This design comes from an exercise in tuning for a short achievable clock period and few clock cycles per item on the open sky130 flow, not from production work. The RTL was checked by simulation tests, not by an equivalence proof against the original design. Power is estimated from default activity; no workload was simulated.

Setup of run Z:
// rv_core
module rv_core #(
  parameter rv_isa_pkg::word_t RESET_PC = 32'h0000_0100
) (
  input  logic              clk,
  input  logic              rst,
  output rv_isa_pkg::word_t imem_addr,
  input  rv_isa_pkg::word_t imem_data,
  output rv_isa_pkg::word_t dmem_addr,
  output rv_isa_pkg::word_t dmem_wdata,
  output logic              dmem_we,
  input  rv_isa_pkg::word_t dmem_rdata,
  output logic              halt,
  output rv_isa_pkg::word_t trace_pc,
  output rv_isa_pkg::word_t trace_inst
);
Settings: LEC_CHECK=0, ABC_CLOCK_PERIOD_IN_PS=3000, CAP_MARGIN=20, CORE_MARGIN=2, CORE_UTILIZATION=40, SETUP_SLACK_MARGIN=5, SLEW_MARGIN=20; clock period 8.0 ns.
standard.sh (not shown) runs the stock make flow with config.mk's settings and CLKGATE_MAP_FILE= SYNTH_SCRIPT=/design/flow/synth_recipe.tcl, a recipe that flattens the netlist after the stock synthesis.
==> flow/flow/run.sh <==
#!/bin/bash
# The standard layout, except that synthesis and repair may not use the
# slow four-input OR/NOR-type cells (and similar wide stacked gates).
# Each step's full output is kept in a log file in this folder.
set -euo pipefail
HERE=$(pwd)
cat > "$HERE/flow_config.mk" <<EOC
include $HERE/config.mk
export DONT_USE_CELLS += sky130_fd_sc_hd__or4_1 sky130_fd_sc_hd__or4_2 sky130_fd_sc_hd__or4_4 sky130_fd_sc_hd__nor4_1 sky130_fd_sc_hd__nor4_2 sky130_fd_sc_hd__nor4_4 sky130_fd_sc_hd__or4b_1 sky130_fd_sc_hd__or4b_2 sky130_fd_sc_hd__or4b_4 sky130_fd_sc_hd__or4bb_1 sky130_fd_sc_hd__or4bb_2 sky130_fd_sc_hd__or4bb_4 sky130_fd_sc_hd__nor4b_1 sky130_fd_sc_hd__nor4b_2 sky130_fd_sc_hd__nor4b_4 sky130_fd_sc_hd__nor4bb_1 sky130_fd_sc_hd__nor4bb_2 sky130_fd_sc_hd__nor4bb_4 sky130_fd_sc_hd__a2111oi_0 sky130_fd_sc_hd__a2111oi_1 sky130_fd_sc_hd__a2111oi_2 sky130_fd_sc_hd__a2111oi_4 sky130_fd_sc_hd__o2111ai_1 sky130_fd_sc_hd__o2111ai_2 sky130_fd_sc_hd__o2111ai_4 sky130_fd_sc_hd__o41ai_1 sky130_fd_sc_hd__o41a_1 sky130_fd_sc_hd__a2111o_1 sky130_fd_sc_hd__o2111a_1 sky130_fd_sc_hd__a41oi_1 sky130_fd_sc_hd__o41ai_2 sky130_fd_sc_hd__o41ai_4 sky130_fd_sc_hd__a41oi_2 sky130_fd_sc_hd__a41oi_4
EOC
bash standard.sh DESIGN_CONFIG="$HERE/flow_config.mk" synth > synth.log 2>&1
bash standard.sh DESIGN_CONFIG="$HERE/flow_config.mk" finish > layout.log 2>&1
Testbench counts of run Z, summed over its fixed seeds: cycles 161,846, instrs 157,230.
Modified inputs, run K compared to run Z
diff --git a/flow/design.v b/flow/design.v
--- a/flow/design.v
+++ b/flow/design.v
@@ -889,14 +889,15 @@
   end
   logic [31:0] a;
   logic [31:0] b;
   logic [31:0] sd;
   logic [31:0] ld;
   logic [31:0] sum00, sum10, sum01, sum11, sumL0, sum0L, sumLL;
   logic [31:0] dif01, dif0L;
+  logic [31:0] sum;
   logic        eq00, eq10, eq01, eqL0, eq0L;
   logic        lt00, lt10, lt01, ltL0, lt0L;
   logic        ltu00, ltu10, ltu01, ltuL0, ltu0L;
   logic        eq;
   logic        lt;
   logic        ltu;
   logic        cond_raw;
@@ -913,16 +914,25 @@
   rv_add32 i_add01 (.a(x_a),      .b(m_result),  .cin(1'b0),  .s(sum01));
   rv_add32 i_dif01 (.a(x_a),      .b(~m_result), .cin(1'b1),  .s(dif01));
   rv_add32 i_add11 (.a(m_result), .b(m_result),  .cin(1'b0),  .s(sum11));
   rv_add32 i_addL0 (.a(ld),       .b(x_b),       .cin(x_sub), .s(sumL0));
   rv_add32 i_add0L (.a(x_a),      .b(ld),        .cin(1'b0),  .s(sum0L));
   rv_add32 i_dif0L (.a(x_a),      .b(~ld),       .cin(1'b1),  .s(dif0L));
   rv_add32 i_addLL (.a(ld),       .b(ld),        .cin(1'b0),  .s(sumLL));
-  logic [31:0] jalr_sum;
-  assign jalr_sum = x_fa ? sum10 : (x_fla ? sumL0 : sum00);
+  always_comb begin
+    case ({x_fa, x_fla, x_fb, x_flb})
+      4'b1000: sum = sum10;
+      4'b0010: sum = x_sub ? dif01 : sum01;
+      4'b1010: sum = x_sub ? 32'd0 : sum11;
+      4'b0100: sum = sumL0;
+      4'b0001: sum = x_sub ? dif0L : sum0L;
+      4'b0101: sum = x_sub ? 32'd0 : sumLL;
+      default: sum = sum00;
+    endcase
+  end
   rv_cmp32 i_cmp00 (.a(x_a),      .b(x_b),      .eq(eq00), .lt(lt00), .ltu(ltu00));
   rv_cmp32 i_cmp10 (.a(m_result), .b(x_b),      .eq(eq10), .lt(lt10), .ltu(ltu10));
   rv_cmp32 i_cmp01 (.a(x_a),      .b(m_result), .eq(eq01), .lt(lt01), .ltu(ltu01));
   rv_cmp32 i_cmpL0 (.a(ld),       .b(x_b),      .eq(eqL0), .lt(ltL0), .ltu(ltuL0));
   rv_cmp32 i_cmp0L (.a(x_a),      .b(ld),       .eq(eq0L), .lt(lt0L), .ltu(ltu0L));
   always_comb begin
     case ({x_fa, x_fla, x_fb, x_flb})
@@ -969,15 +979,15 @@
   assign jalr_ok_m = jalr_check(m_result, x_b, x_ptgt);
   assign jalr_ok_l = jalr_check(ld, x_b, x_ptgt);
   assign jalr_ok   = x_fa ? jalr_ok_m : (x_fla ? jalr_ok_l : jalr_ok_x);
   assign x_mispredict = x_is_br && !x_dres && (cond_raw ^ x_binv) && !x_squash;
   assign x_redirect   = ((x_ecall || (x_is_jalr && !(x_pred && jalr_ok))) && !x_squash) ||
                         x_mispredict;
   always_comb begin
-    if (x_is_jalr)                    x_redirect_pc = {jalr_sum[31:1], 1'b0};
+    if (x_is_jalr)                    x_redirect_pc = {sum[31:1], 1'b0};
     else if (x_ecall)                 x_redirect_pc = x_pc;
     else if (x_pred)                  x_redirect_pc = x_pc4;
     else                              x_redirect_pc = x_target;
   end
   logic x_link;
   assign x_link = x_rsel[R_ALT] && (x_inst[6:0] == OP_JAL || x_inst[6:0] == OP_JALR);
   always_ff @(posedge clk) begin
@@ -1029,15 +1039,15 @@
   assign x_bidx = x_pc[BP_AW+1:2];
   assign xw_hit = w_bu && w_bidx == x_bidx;
   always_ff @(posedge clk) begin
     m_back  <= x_inst[31];
     m_taken <= cond_raw ^ x_f3[0];
     m_bidx  <= x_bidx;
     m_jidx  <= x_pc[JP_AW+1:2];
-    m_jtgt  <= jalr_sum[31:1];
+    m_jtgt  <= sum[31:1];
     m_cnt   <= (xw_hit && w_back) ? w_cnt  : bt_cnt[x_bidx];
     m_trip  <= (xw_hit && w_back) ? w_trip : bt_trip[x_bidx];
     m_tv    <= (xw_hit && w_back) ? w_tv   : bt_tv[x_bidx];
     m_ctr   <= (xw_hit && !w_back) ? w_ctr :
                bt_cv[x_bidx] ? bt_ctr[x_bidx] :
                (x_f3 == 3'b001 || x_f3 == 3'b101) ? 2'd2 : 2'd1;
   end
- Run K reached the end of the flow, and the finished layout is clean on the timing, DRC and antenna checks.
- Run Z | status: complete | timing, DRC, antenna: pass
- Share of total power in combinational logic delta for run K relative to run Z: 0.9 points higher
- Between run Z and run K, the difference in adder-cell share of the synthesized area is negligible.
- Taking run Z as the reference, in run K wire length of the first global-routing pass saw an increase; register fraction of the total cell area saw a decrease; overall fraction of global-route tracks in use saw an increase; total length of routed wires saw an increase.
Testbench counts of run K, summed over its fixed seeds: cycles 161,846, instrs 157,230.

==> what the ideal ports hide <==
The flow's constraints put no driver on any port. The routed layouts listed below were extracted and timed again, unchanged, in two steps.
Step 1 sets driving cells, clkbuf_16 on the clock port and buf_2 on the other inputs (assumed; they add their load-dependent delay and slew).
Step 2, shift: input delay + t, output delay - t, t = (earliest + latest rising clock arrival at the registers) / 2. This alone moves slack from input paths to output paths.
a / b / c = ideal ports / drivers / drivers and shift; a / b = the first two.
| run | t (ns) | setup slack, ns | hold slack, ns | clock arrival spread, ns | slew at the worst register clock pin (ns) |
|---|---|---|---|---|---|
| run Z | 1.048 | 3.863 / 3.874 / 2.825 | 0.321 / 0.321 / 0.321 | 0.083 / 0.083 | 0.07 / 0.07 |
| run K | 1.047 | 3.764 / 3.764 / 2.811 | 0.287 / 0.287 / 0.287 | 0.093 / 0.093 | 0.08 / 0.08 |
After both steps setup and hold are still met in every run listed. The setup slack of run Z, which loses most, moves by +0.011 ns with the drivers and by -1.038 ns with both steps.
